Context: an optimization exercise on an open-source flow, tuned for a short achievable clock period and few clock cycles. The choices shown serve that exercise and are no tape-out recipe. In this exercise RTL edits were held to simulation tests only and were not proved equivalent to the original. Power is estimated from default activity; no workload was simulated.

$ cat run.sh
#!/bin/bash
# synth_recipe.tcl (not shown) runs the flow's synth.tcl, then flattens the netlist and writes it again
# the make line also repeats each setting of config.mk as NAME=value (left out here)
make -C /OpenROAD-flow-scripts/flow DESIGN_CONFIG=/design/flow/config.mk WORK_HOME=/design/flow/orfs CLKGATE_MAP_FILE= SYNTH_SCRIPT=/design/flow/synth_recipe.tcl finish
$ cat constraint.sdc
create_clock -name core_clock -period 7.0 [get_ports {clk}]
set_input_delay 1.4000 -clock core_clock [delete_from_list [all_inputs] [get_ports {clk}]]
set_output_delay 1.4000 -clock core_clock [all_outputs]
set_load 0.01 [all_outputs]
$ cat design.v
`default_nettype none
package rv_pkg;
    typedef logic [31:0] word_t;
    typedef logic [4:0]  reg_addr_t;
    typedef logic [3:0]  byte_mask_t;
    typedef enum logic [3:0] {
        alu_add,
        alu_sub,
        alu_sll,
        alu_slt,
        alu_sltu,
        alu_xor,
        alu_srl,
        alu_sra,
        alu_or,
        alu_and
    } alu_op_t;
    typedef enum logic {
        lsu_idle,
        lsu_wait
    } lsu_state_t;
    localparam logic [6:0] op_reg   = 7'b0110011;
    localparam logic [6:0] op_imm   = 7'b0010011;
    localparam logic [6:0] op_lui   = 7'b0110111;
    localparam logic [6:0] op_auipc = 7'b0010111;
    localparam logic [6:0] op_load  = 7'b0000011;
    localparam logic [6:0] op_store = 7'b0100011;
    localparam logic [2:0] f3_byte   = 3'b000;
    localparam logic [2:0] f3_half   = 3'b001;
    localparam logic [2:0] f3_word   = 3'b010;
    localparam logic [2:0] f3_byte_u = 3'b100;
    localparam logic [2:0] f3_half_u = 3'b101;
    localparam logic [2:0] f3_add_sub = 3'b000;
    localparam logic [2:0] f3_sll     = 3'b001;
    localparam logic [2:0] f3_slt     = 3'b010;
    localparam logic [2:0] f3_sltu    = 3'b011;
    localparam logic [2:0] f3_xor     = 3'b100;
    localparam logic [2:0] f3_shr     = 3'b101;
    localparam logic [2:0] f3_or      = 3'b110;
    localparam logic [2:0] f3_and     = 3'b111;
    localparam word_t RESET_PC_DEFAULT = 32'h1eceb000;
endpackage
`default_nettype wire
`timescale 1ns/1ps
`default_nettype none
module rv_decode (
    input  rv_pkg::word_t     inst,
    output rv_pkg::reg_addr_t rs1_s,
    output rv_pkg::reg_addr_t rs2_s,
    output rv_pkg::reg_addr_t rd_s,
    output rv_pkg::word_t     imm,
    output rv_pkg::alu_op_t   alu_op,
    output logic              use_imm,
    output logic              use_pc,
    output logic              is_load,
    output logic              is_store,
    output logic              regf_we,
    output logic [2:0]        funct3
);
    logic [6:0] opcode;
    function automatic rv_pkg::alu_op_t alu_map(
        input logic [2:0] f3,
        input logic       alt,
        input logic       reg_form
    );
        case (f3)
            rv_pkg::f3_add_sub: alu_map = (alt && reg_form) ? rv_pkg::alu_sub : rv_pkg::alu_add;
            rv_pkg::f3_sll:     alu_map = rv_pkg::alu_sll;
            rv_pkg::f3_slt:     alu_map = rv_pkg::alu_slt;
            rv_pkg::f3_sltu:    alu_map = rv_pkg::alu_sltu;
            rv_pkg::f3_xor:     alu_map = rv_pkg::alu_xor;
            rv_pkg::f3_shr:     alu_map = alt ? rv_pkg::alu_sra : rv_pkg::alu_srl;
            rv_pkg::f3_or:      alu_map = rv_pkg::alu_or;
            default:            alu_map = rv_pkg::alu_and;
        endcase
    endfunction
    assign opcode = inst[6:0];
    assign funct3 = inst[14:12];
    always_comb begin
        rs1_s    = '0;
        rs2_s    = '0;
        rd_s     = '0;
        imm      = '0;
        alu_op   = rv_pkg::alu_add;
        use_imm  = 1'b0;
        use_pc   = 1'b0;
        is_load  = 1'b0;
        is_store = 1'b0;
        regf_we  = 1'b0;
        case (opcode)
            rv_pkg::op_reg: begin
                rs1_s   = inst[19:15];
                rs2_s   = inst[24:20];
                rd_s    = inst[11:7];
                alu_op  = alu_map(funct3, inst[30], 1'b1);
                regf_we = 1'b1;
            end
            rv_pkg::op_imm: begin
                rs1_s   = inst[19:15];
                rd_s    = inst[11:7];
                imm     = {{20{inst[31]}}, inst[31:20]};
                alu_op  = alu_map(funct3, inst[30], 1'b0);
                use_imm = 1'b1;
                regf_we = 1'b1;
            end
            rv_pkg::op_lui, rv_pkg::op_auipc: begin
                rd_s    = inst[11:7];
                imm     = {inst[31:12], 12'b0};
                use_imm = 1'b1;
                use_pc  = (opcode == rv_pkg::op_auipc);
                regf_we = 1'b1;
            end
            rv_pkg::op_load: begin
                rs1_s   = inst[19:15];
                rd_s    = inst[11:7];
                imm     = {{20{inst[31]}}, inst[31:20]};
                use_imm = 1'b1;
                is_load = 1'b1;
                regf_we = 1'b1;
            end
            rv_pkg::op_store: begin
                if (funct3 == rv_pkg::f3_byte || funct3 == rv_pkg::f3_half ||
                    funct3 == rv_pkg::f3_word) begin
                    rs1_s    = inst[19:15];
                    rs2_s    = inst[24:20];
                    imm      = {{20{inst[31]}}, inst[31:25], inst[11:7]};
                    use_imm  = 1'b1;
                    is_store = 1'b1;
                end
            end
            default: ;
        endcase
    end
endmodule
`default_nettype wire
`timescale 1ns/1ps
`default_nettype none
module rv_regfile (
    input  logic              clk,
    input  logic              rst,
    input  logic              regf_we,
    input  rv_pkg::reg_addr_t rd_s,
    input  rv_pkg::word_t     rd_v,
    input  rv_pkg::reg_addr_t rs1_s,
    input  rv_pkg::reg_addr_t rs2_s,
    output rv_pkg::word_t     rs1_v,
    output rv_pkg::word_t     rs2_v
);
    rv_pkg::word_t regs [1:31];
    always_ff @(posedge clk) begin
        if (rst) begin
            for (int i = 1; i < 32; i++) begin
                regs[i] <= '0;
            end
        end else if (regf_we && (rd_s != '0)) begin
            regs[rd_s] <= rd_v;
        end
    end
    always_comb begin
        if (rs1_s == '0) begin
            rs1_v = '0;
        end else if (regf_we && (rs1_s == rd_s)) begin
            rs1_v = rd_v;
        end else begin
            rs1_v = regs[rs1_s];
        end
        if (rs2_s == '0) begin
            rs2_v = '0;
        end else if (regf_we && (rs2_s == rd_s)) begin
            rs2_v = rd_v;
        end else begin
            rs2_v = regs[rs2_s];
        end
    end
endmodule
`default_nettype wire
`timescale 1ns/1ps
`default_nettype none
module rv_execute (
    input  rv_pkg::word_t      pc,
    input  rv_pkg::word_t      rs1_v,
    input  rv_pkg::word_t      rs2_v,
    input  rv_pkg::word_t      imm,
    input  rv_pkg::reg_addr_t  rs1_s,
    input  rv_pkg::reg_addr_t  rs2_s,
    input  rv_pkg::alu_op_t    alu_op,
    input  logic               use_imm,
    input  logic               use_pc,
    input  logic               is_store,
    input  logic [2:0]         funct3,
    input  rv_pkg::reg_addr_t  ex_rd_s,
    input  rv_pkg::word_t      ex_rd_v,
    input  logic               ex_we,
    input  rv_pkg::reg_addr_t  wb_rd_s,
    input  rv_pkg::word_t      wb_rd_v,
    input  logic               wb_we,
    output rv_pkg::word_t      alu_out,
    output rv_pkg::word_t      store_data,
    output rv_pkg::byte_mask_t store_mask,
    output rv_pkg::word_t      rs2_fwd
);
    rv_pkg::word_t rs1_fwd;
    rv_pkg::word_t op_a;
    rv_pkg::word_t op_b;
    logic          ex_ok;
    logic          wb_ok;
    logic [4:0]    shamt;
    logic [1:0]    lane;
    assign ex_ok = ex_we && (ex_rd_s != '0);
    assign wb_ok = wb_we && (wb_rd_s != '0);
    always_comb begin
        if (ex_ok && (ex_rd_s == rs1_s)) begin
            rs1_fwd = ex_rd_v;
        end else if (wb_ok && (wb_rd_s == rs1_s)) begin
            rs1_fwd = wb_rd_v;
        end else begin
            rs1_fwd = rs1_v;
        end
        if (ex_ok && (ex_rd_s == rs2_s)) begin
            rs2_fwd = ex_rd_v;
        end else if (wb_ok && (wb_rd_s == rs2_s)) begin
            rs2_fwd = wb_rd_v;
        end else begin
            rs2_fwd = rs2_v;
        end
    end
    assign op_a  = use_pc ? pc : rs1_fwd;
    assign op_b  = use_imm ? imm : rs2_fwd;
    assign shamt = op_b[4:0];
    always_comb begin
        case (alu_op)
            rv_pkg::alu_sub:  alu_out = op_a - op_b;
            rv_pkg::alu_sll:  alu_out = op_a << shamt;
            rv_pkg::alu_slt:  alu_out = {31'b0, $signed(op_a) < $signed(op_b)};
            rv_pkg::alu_sltu: alu_out = {31'b0, op_a < op_b};
            rv_pkg::alu_xor:  alu_out = op_a ^ op_b;
            rv_pkg::alu_srl:  alu_out = op_a >> shamt;
            rv_pkg::alu_sra:  alu_out = $signed(op_a) >>> shamt;
            rv_pkg::alu_or:   alu_out = op_a | op_b;
            rv_pkg::alu_and:  alu_out = op_a & op_b;
            default:          alu_out = op_a + op_b;
        endcase
    end
    assign lane = alu_out[1:0];
    always_comb begin
        store_data = rs2_fwd;
        store_mask = '0;
        if (is_store) begin
            case (funct3)
                rv_pkg::f3_byte: begin
                    store_mask = 4'b0001 << lane;
                    store_data = rs2_fwd << {lane, 3'b000};
                end
                rv_pkg::f3_half: begin
                    store_mask = 4'b0011 << {lane[1], 1'b0};
                    store_data = rs2_fwd << {lane[1], 4'b0000};
                end
                rv_pkg::f3_word: store_mask = 4'b1111;
                default: ;
            endcase
        end
    end
endmodule
`default_nettype wire
`timescale 1ns/1ps
`default_nettype none
module rv_load_store (
    input  logic               clk,
    input  logic               rst,
    input  rv_pkg::word_t      addr,
    input  logic               is_load,
    input  logic               is_store,
    input  logic [2:0]         funct3,
    input  rv_pkg::word_t      store_data,
    input  rv_pkg::byte_mask_t store_mask,
    input  rv_pkg::word_t      dmem_rdata,
    input  logic               dmem_resp,
    output rv_pkg::word_t      dmem_addr,
    output rv_pkg::byte_mask_t dmem_rmask,
    output rv_pkg::byte_mask_t dmem_wmask,
    output rv_pkg::word_t      dmem_wdata,
    output logic               mem_busy,
    output rv_pkg::word_t      load_data
);
    rv_pkg::lsu_state_t state;
    rv_pkg::lsu_state_t state_next;
    logic               mem_op;
    logic               done;
    logic [1:0]         lane;
    logic [7:0]         ld_byte;
    logic [15:0]        ld_half;
    assign mem_op = is_load || is_store;
    assign done     = (state == rv_pkg::lsu_wait) && dmem_resp;
    assign mem_busy = mem_op && !done;
    assign dmem_addr  = {addr[31:2], 2'b00};
    assign dmem_rmask = is_load ? 4'b1111 : 4'b0000;
    assign dmem_wmask = is_store ? store_mask : 4'b0000;
    assign dmem_wdata = store_data;
    always_comb begin
        state_next = state;
        case (state)
            rv_pkg::lsu_idle: begin
                if (mem_op) begin
                    state_next = rv_pkg::lsu_wait;
                end
            end
            rv_pkg::lsu_wait: begin
                if (dmem_resp) begin
                    state_next = rv_pkg::lsu_idle;
                end
            end
            default: state_next = rv_pkg::lsu_idle;
        endcase
    end
    always_ff @(posedge clk) begin
        if (rst) begin
            state <= rv_pkg::lsu_idle;
        end else begin
            state <= state_next;
        end
    end
    assign lane    = addr[1:0];
    assign ld_byte = dmem_rdata[{lane, 3'b000} +: 8];
    assign ld_half = dmem_rdata[{lane[1], 4'b0000} +: 16];
    always_comb begin
        case (funct3)
            rv_pkg::f3_byte:   load_data = {{24{ld_byte[7]}}, ld_byte};
            rv_pkg::f3_byte_u: load_data = {24'b0, ld_byte};
            rv_pkg::f3_half:   load_data = {{16{ld_half[15]}}, ld_half};
            rv_pkg::f3_half_u: load_data = {16'b0, ld_half};
            default:           load_data = dmem_rdata;
        endcase
    end
endmodule
`default_nettype wire
`timescale 1ns/1ps
`default_nettype none
module rv_core #(
    parameter rv_pkg::word_t RESET_PC = rv_pkg::RESET_PC_DEFAULT
) (
    input  logic               clk,
    input  logic               rst,
    output rv_pkg::word_t      imem_addr,
    output rv_pkg::byte_mask_t imem_rmask,
    input  rv_pkg::word_t      imem_rdata,
    input  logic               imem_resp,
    output rv_pkg::word_t      dmem_addr,
    output rv_pkg::byte_mask_t dmem_rmask,
    output rv_pkg::byte_mask_t dmem_wmask,
    output rv_pkg::word_t      dmem_wdata,
    input  rv_pkg::word_t      dmem_rdata,
    input  logic               dmem_resp
);
    rv_pkg::word_t      pc;
    rv_pkg::word_t      pc_next;
    logic               fetch_en;
    logic               fetch_go;
    logic               load_use;
    logic               mem_busy;
    logic               wb_rs1_hit;
    logic               wb_rs2_hit;
    rv_pkg::word_t      ifid_inst;
    rv_pkg::word_t      ifid_pc;
    rv_pkg::reg_addr_t  dec_rs1_s;
    rv_pkg::reg_addr_t  dec_rs2_s;
    rv_pkg::reg_addr_t  dec_rd_s;
    rv_pkg::word_t      dec_imm;
    rv_pkg::alu_op_t    dec_alu_op;
    logic               dec_use_imm;
    logic               dec_use_pc;
    logic               dec_is_load;
    logic               dec_is_store;
    logic               dec_regf_we;
    logic [2:0]         dec_funct3;
    rv_pkg::word_t      rf_rs1_v;
    rv_pkg::word_t      rf_rs2_v;
    rv_pkg::word_t      idex_pc;
    rv_pkg::word_t      idex_rs1_v;
    rv_pkg::word_t      idex_rs2_v;
    rv_pkg::word_t      idex_imm;
    rv_pkg::reg_addr_t  idex_rs1_s;
    rv_pkg::reg_addr_t  idex_rs2_s;
    rv_pkg::reg_addr_t  idex_rd_s;
    rv_pkg::alu_op_t    idex_alu_op;
    logic               idex_use_imm;
    logic               idex_use_pc;
    logic               idex_is_load;
    logic               idex_is_store;
    logic               idex_regf_we;
    logic [2:0]         idex_funct3;
    rv_pkg::word_t      ex_alu_out;
    rv_pkg::word_t      ex_store_data;
    rv_pkg::byte_mask_t ex_store_mask;
    rv_pkg::word_t      exmem_alu;
    rv_pkg::word_t      exmem_store_data;
    rv_pkg::byte_mask_t exmem_store_mask;
    rv_pkg::reg_addr_t  exmem_rd_s;
    logic               exmem_is_load;
    logic               exmem_is_store;
    logic               exmem_regf_we;
    logic [2:0]         exmem_funct3;
    rv_pkg::word_t      load_data;
    rv_pkg::word_t      memwb_rd_v;
    rv_pkg::reg_addr_t  memwb_rd_s;
    logic               memwb_regf_we;
    assign load_use = exmem_is_load && (exmem_rd_s != '0) &&
                      ((exmem_rd_s == idex_rs1_s) || (exmem_rd_s == idex_rs2_s));
    assign fetch_go   = fetch_en && imem_resp && !mem_busy && !load_use;
    assign pc_next    = fetch_go ? pc + 32'd4 : pc;
    assign imem_addr  = pc_next;
    assign imem_rmask = 4'b1111;
    always_ff @(posedge clk) begin
        if (rst) begin
            pc       <= RESET_PC;
            fetch_en <= 1'b0;
        end else begin
            pc       <= pc_next;
            fetch_en <= 1'b1;
        end
    end
    assign wb_rs1_hit = memwb_regf_we && (memwb_rd_s != '0) && (memwb_rd_s == idex_rs1_s);
    assign wb_rs2_hit = memwb_regf_we && (memwb_rd_s != '0) && (memwb_rd_s == idex_rs2_s);
    always_ff @(posedge clk) begin
        if (rst) begin
            ifid_inst      <= '0;
            idex_rs1_s     <= '0;
            idex_rs2_s     <= '0;
            idex_rd_s      <= '0;
            idex_is_load   <= 1'b0;
            idex_is_store  <= 1'b0;
            idex_regf_we   <= 1'b0;
            exmem_rd_s     <= '0;
            exmem_is_load  <= 1'b0;
            exmem_is_store <= 1'b0;
            exmem_regf_we  <= 1'b0;
            memwb_rd_s     <= '0;
            memwb_regf_we  <= 1'b0;
        end else if (!mem_busy) begin
            memwb_rd_s    <= exmem_rd_s;
            memwb_regf_we <= exmem_regf_we;
            if (load_use) begin
                exmem_rd_s     <= '0;
                exmem_is_load  <= 1'b0;
                exmem_is_store <= 1'b0;
                exmem_regf_we  <= 1'b0;
            end else begin
                ifid_inst      <= fetch_go ? imem_rdata : '0;
                idex_rs1_s     <= dec_rs1_s;
                idex_rs2_s     <= dec_rs2_s;
                idex_rd_s      <= dec_rd_s;
                idex_is_load   <= dec_is_load;
                idex_is_store  <= dec_is_store;
                idex_regf_we   <= dec_regf_we;
                exmem_rd_s     <= idex_rd_s;
                exmem_is_load  <= idex_is_load;
                exmem_is_store <= idex_is_store;
                exmem_regf_we  <= idex_regf_we;
            end
        end
    end
    always_ff @(posedge clk) begin
        if (!mem_busy) begin
            memwb_rd_v <= exmem_is_load ? load_data : exmem_alu;
            if (load_use) begin
                if (wb_rs1_hit) begin
                    idex_rs1_v <= memwb_rd_v;
                end
                if (wb_rs2_hit) begin
                    idex_rs2_v <= memwb_rd_v;
                end
            end else begin
                ifid_pc          <= pc;
                idex_pc          <= ifid_pc;
                idex_rs1_v       <= rf_rs1_v;
                idex_rs2_v       <= rf_rs2_v;
                idex_imm         <= dec_imm;
                idex_alu_op      <= dec_alu_op;
                idex_use_imm     <= dec_use_imm;
                idex_use_pc      <= dec_use_pc;
                idex_funct3      <= dec_funct3;
                exmem_alu        <= ex_alu_out;
                exmem_store_data <= ex_store_data;
                exmem_store_mask <= ex_store_mask;
                exmem_funct3     <= idex_funct3;
            end
        end
    end
    rv_decode u_rv_decode (
        .inst     (ifid_inst),
        .rs1_s    (dec_rs1_s),
        .rs2_s    (dec_rs2_s),
        .rd_s     (dec_rd_s),
        .imm      (dec_imm),
        .alu_op   (dec_alu_op),
        .use_imm  (dec_use_imm),
        .use_pc   (dec_use_pc),
        .is_load  (dec_is_load),
        .is_store (dec_is_store),
        .regf_we  (dec_regf_we),
        .funct3   (dec_funct3)
    );
    rv_regfile u_rv_regfile (
        .clk     (clk),
        .rst     (rst),
        .regf_we (memwb_regf_we),
        .rd_s    (memwb_rd_s),
        .rd_v    (memwb_rd_v),
        .rs1_s   (dec_rs1_s),
        .rs2_s   (dec_rs2_s),
        .rs1_v   (rf_rs1_v),
        .rs2_v   (rf_rs2_v)
    );
    rv_execute u_rv_execute (
        .pc         (idex_pc),
        .rs1_v      (idex_rs1_v),
        .rs2_v      (idex_rs2_v),
        .imm        (idex_imm),
        .rs1_s      (idex_rs1_s),
        .rs2_s      (idex_rs2_s),
        .alu_op     (idex_alu_op),
        .use_imm    (idex_use_imm),
        .use_pc     (idex_use_pc),
        .is_store   (idex_is_store),
        .funct3     (idex_funct3),
        .ex_rd_s    (exmem_rd_s),
        .ex_rd_v    (exmem_alu),
        .ex_we      (exmem_regf_we),
        .wb_rd_s    (memwb_rd_s),
        .wb_rd_v    (memwb_rd_v),
        .wb_we      (memwb_regf_we),
        .alu_out    (ex_alu_out),
        .store_data (ex_store_data),
        .store_mask (ex_store_mask),
        .rs2_fwd    ()
    );
    rv_load_store u_rv_load_store (
        .clk        (clk),
        .rst        (rst),
        .addr       (exmem_alu),
        .is_load    (exmem_is_load),
        .is_store   (exmem_is_store),
        .funct3     (exmem_funct3),
        .store_data (exmem_store_data),
        .store_mask (exmem_store_mask),
        .dmem_rdata (dmem_rdata),
        .dmem_resp  (dmem_resp),
        .dmem_addr  (dmem_addr),
        .dmem_rmask (dmem_rmask),
        .dmem_wmask (dmem_wmask),
        .dmem_wdata (dmem_wdata),
        .mem_busy   (mem_busy),
        .load_data  (load_data)
    );
endmodule
`default_nettype wire
$ cat config.mk
export PLATFORM = sky130hd
export DESIGN_NAME = rv_core
export DESIGN_NICKNAME = rv_core
export VERILOG_FILES = /design/flow/design.v
export SDC_FILE = /design/flow/constraint.sdc
export NUM_CORES = 4
export LEC_CHECK = 0
export CAP_MARGIN = 20
export CORE_MARGIN = 2
export CORE_UTILIZATION = 40
export SETUP_SLACK_MARGIN = 0.4
export SLEW_MARGIN = 20
==> results.txt <==
post-synth top area share: 48.1%
status: finished clean
CTS buffer count: 161
part of the power in registers: 51.0%
r2r setup slk: 510 ps
Post-synth EDFFs: 1,292
Worst Path Required: 7590 ps
Die Y: 453 um
via count of the first global-routing pass: 64,900
syn avg cell area: 10.6 um^2
Netlist cell types: 92
Synth async-reset ratio: 0%
Tot GR Track Use: 35.6%
met2 usage: 51.4%
# H-tree levels: 4
final total power: 18.6 mW
internal power: 14.2 mW
Mapped Area: 80,700 um^2
worst vdd ir: 0.286 mV
Placed Area: 86,700 um^2
Leak: 31.7 nW
non-filler cells, final: 10,400
io pins: 176
Slew Limit Fails: 0
met3 GRT Util: 9.92%
RSZ-0062 raised after global routing: yes
Max Clk Rate: 154 MHz
Root Driver: clkbuf_16
DR WL/cell: 36.3 um
Die Width: 453 um
minimum clock period: 6490 ps
combinational share of power: 4.9%
count leader, synth: edfxtp_1
Max-Cap Viols: 0
CTS max path bufs: 3
Worst-Skew Late Latency: 880 ps
Top FF cell, synth: edfxtp_1
Final ANT Viol Nets: 0
Hold Vio Cnt, Final: 0
CP endpoint kind: register
layout cells sized above 1: 11.7%
TritonCTS clock tree: yes
design area: 92,000 um^2
grt ovf: 0
Cells after Synth: 7,582
Synth area leader: edfxtp_1
CP max FO: 34
area grow syn2layout: 14.1%
HP Class: reg -> reg
Seq/Total Area, Yosys: 50.5%
Yosys reg bits: 1,388
startpoint types: register
vias per inst: 6.62
routed vias: 68,900
first-pass GRT wire length: 516,000 um
# DRC: 0
clock transition at the registers of the reported paths: 70 ps
met1 Use GR: 47.3%
Clk pwr share: 44.1%
die area: 205,000 um^2
Buffers on Ports: 167
Sw Share: 23.8%
PD cells: 202 nW/um^2
Rows: 164
clk sinks: 1,388
Setup violations, final: 0
gpl congestion: 1.00
setup TNS: 0 ps
Worst Max-Slew Pin Slew: 1350 ps
pin count of the biggest net entering global routing: 105
Total Routed Length: 377,000 um
antenna violations before repair: 53
Tcrit/Tclk final: 92.7%
nets: 7,765
worst slack at placement: 383 ps
yosys synthesis warning count: 5
fin worst setup slack: 508 ps
Starting Density: 40.3%
top post-synthesis cells by count: 1,292 x edfxtp_1, 1,067 x and2_1, 771 x mux2i_1
Psw: 4.44 mW
Iter 0 DRT Violations: 10,900
clk_skew: 61.6 ps
gr busiest metal: met2
Rel. slew slack: 8.89%
Placed Cells incl. Taps: 10,100
synth top area cells: edfxtp_1 48%, mux2i_1 9.6%, and2_1 8.3%
CTS Hold Bufs: 0
DP Wirelength: 249,000 um
total iterations of the first detailed-routing run: 8
Core ar.: 200,000 um^2
Arr. time, crit path: 7080 ps
Crit Path Category: reg -> reg
==> cell usage in the layout, fill, tap and decap left out, types with 26 or more instances in the layout <==
master and n:
nand2b_1 26, inv_1 108, clkinv_1 35, nand4_1 43, a21oi_1 328, nand2_1 441
clkbuf_1 46, a31oi_1 62, nor4_1 26, a22oi_1 46, and2_1 1060, nor2_1 339
nor2b_1 36, conb_1 40, and3_1 31, o22ai_1 152, o211ai_1 35, o21ai_4 31
clkbuf_16 162, a221o_1 94, o311ai_0 41, nand3_1 73, mux2i_1 769, edfxtp_1 1292
nor3_1 190, mux2_2 90, buf_4 385, a21o_1 36, a221oi_1 389, xnor2_1 63
ha_1 97, dfxtp_1 89, a211o_1 28, a211oi_1 70, o21ai_0 367, clkdlybuf4s50_1 166
==> critical path, cell delays in order (launching register included) <==
cell and delay [ps]:
dfxtp_1 380, or4_4 580, o21ai_4 210, or3_1 180, buf_12 240, and2b_4 280, buf_4 150, a211o_2 240
inv_1 100, ha_1 400, a21oi_2 180, o21ai_2 130, o211ai_1 390, o21ai_0 170, buf_4 190, a211o_1 300
a31oi_2 280, a211oi_1 160, or3_1 400, o211ai_1 560, buf_12 230, nor2_1 130, a221o_1 320
==> sequential cells by signal, indices dropped and copies added, names as in the netlist, 4 cells and up <==
signal             flops
idex_rs2_v            32
memwb_rd_v            32
ifid_inst             32
idex_rs1_s             5
pc                    30
idex_rs1_v            32
idex_rs2_s             5
exmem_rd_s             5
idex_rd_s              5
exmem_store_data      32
idex_pc               30
memwb_rd_s             5
exmem_store_mask       4
ifid_pc               30
u_rv_regfile.regs   1024
exmem_alu             32
idex_imm              32
idex_alu_op            4
==> timing repair <==
action | in CTS | in global routing
buffers inserted | 2 | 13
pin swaps | 1 | 6
resized for setup | 2 | 25
gates cloned | 0 | 0
endpoints found under the setup margin | 8 | 41
==> worst paths after layout <==
kind / from / end / cells after the start
setup / recovery: exmem_rd_s[0] / exmem_store_data[19] / 22
hold / removal: ifid_pc[23] / idex_pc[23] / 0
setup reg to reg: exmem_rd_s[0] / exmem_store_data[19] / 22
hold reg to reg: ifid_pc[23] / idex_pc[23] / 0
==> power groups by stage <==
stage	clock (mW)	combinational, mW	sequential [mW]
2_1_floorplan	0	0.464	9.60
3_3_place_gp	0	0.869	9.64
3_5_place_dp	0	0.885	9.66
4_1_cts	8.23	0.888	9.48
5_1_grt	8.58	0.947	9.52
6_report	8.21	0.916	9.50
==> cells by family (layout without fill, tap and decap cells) <==
| logic type | Yosys count | in the layout | synth area share, % |
|---|---|---|---|
| and+or+nand+nor | 2392 | 2392 | 15.6 |
| AOI/OAI and AO/OA | 1867 | 1867 | 16.1 |
| DFF | 1388 | 1388 | 50.5 |
| buffers and inverters | 889 | 995 | 4.42 |
| muxes | 867 | 867 | 11.0 |
| adders and majority gates | 100 | 100 | 1.57 |
| xor gates and xnor gates | 77 | 77 | 0.836 |
| other | 2 | 54 | 0.00931 |
==> stage by stage <==
step / hold WS [ps] / utilization [%]
floorplan: 400 / -
global placement: 404 / 43.3
detailed placement: 405 / 43.3
CTS: 381 / 45.8
global route: 412 / 46.0
finish: 376 / 46.0
==> routing by layer <==
metal / vias to the layer above / part of all wire (%)
li1: 28500 / -
met1: 34600 / 39
met2: 4795 / 42
met3: 900 / 12
met4: 34 / 6.9
met5: - / 0.058
==> area by class of cell <==
type	count	area [um^2]
Fill cell	18400	108000
Sequential cell	1388	40700
Inverter	118	457
Clock inverter	79	649
Multi-Input combinational cell	5343	37300
Timing Repair Buffer	585	5200
Antenna cell	14	35.0
Clock buffer	213	4300
Tap cell	2656	3320
Testbench counts, summed over its fixed seeds: cycles 16,993.

-- afterwards: timing with drivers on the ports --
The flow's constraints put no driver on any port. The routed layout listed below was extracted and timed again, unchanged, in two steps.
Step 1, drivers: a clkbuf_16 drives clk and a buf_2 each remaining input, both assumed.
Step 2 also shifts input and output timing later by t, the mid clock arrival at the registers, as if the neighbouring blocks saw the same clock.
Three values: ideal, step 1, step 2; two values: the first two.
shift t [ns]: 0.944
slack for setup (ns): 0.508 / 0.508 / 0.508
worst setup path after step 2: register to register
worst register clock-pin slew, ns: 0.07 / 0.07
worst data-port slew with drivers (ns): 0.22
After both steps this run still meets setup and hold. For this run, drivers alone change the setup slack by 0.000 ns; drivers and shift together by 0.000 ns.
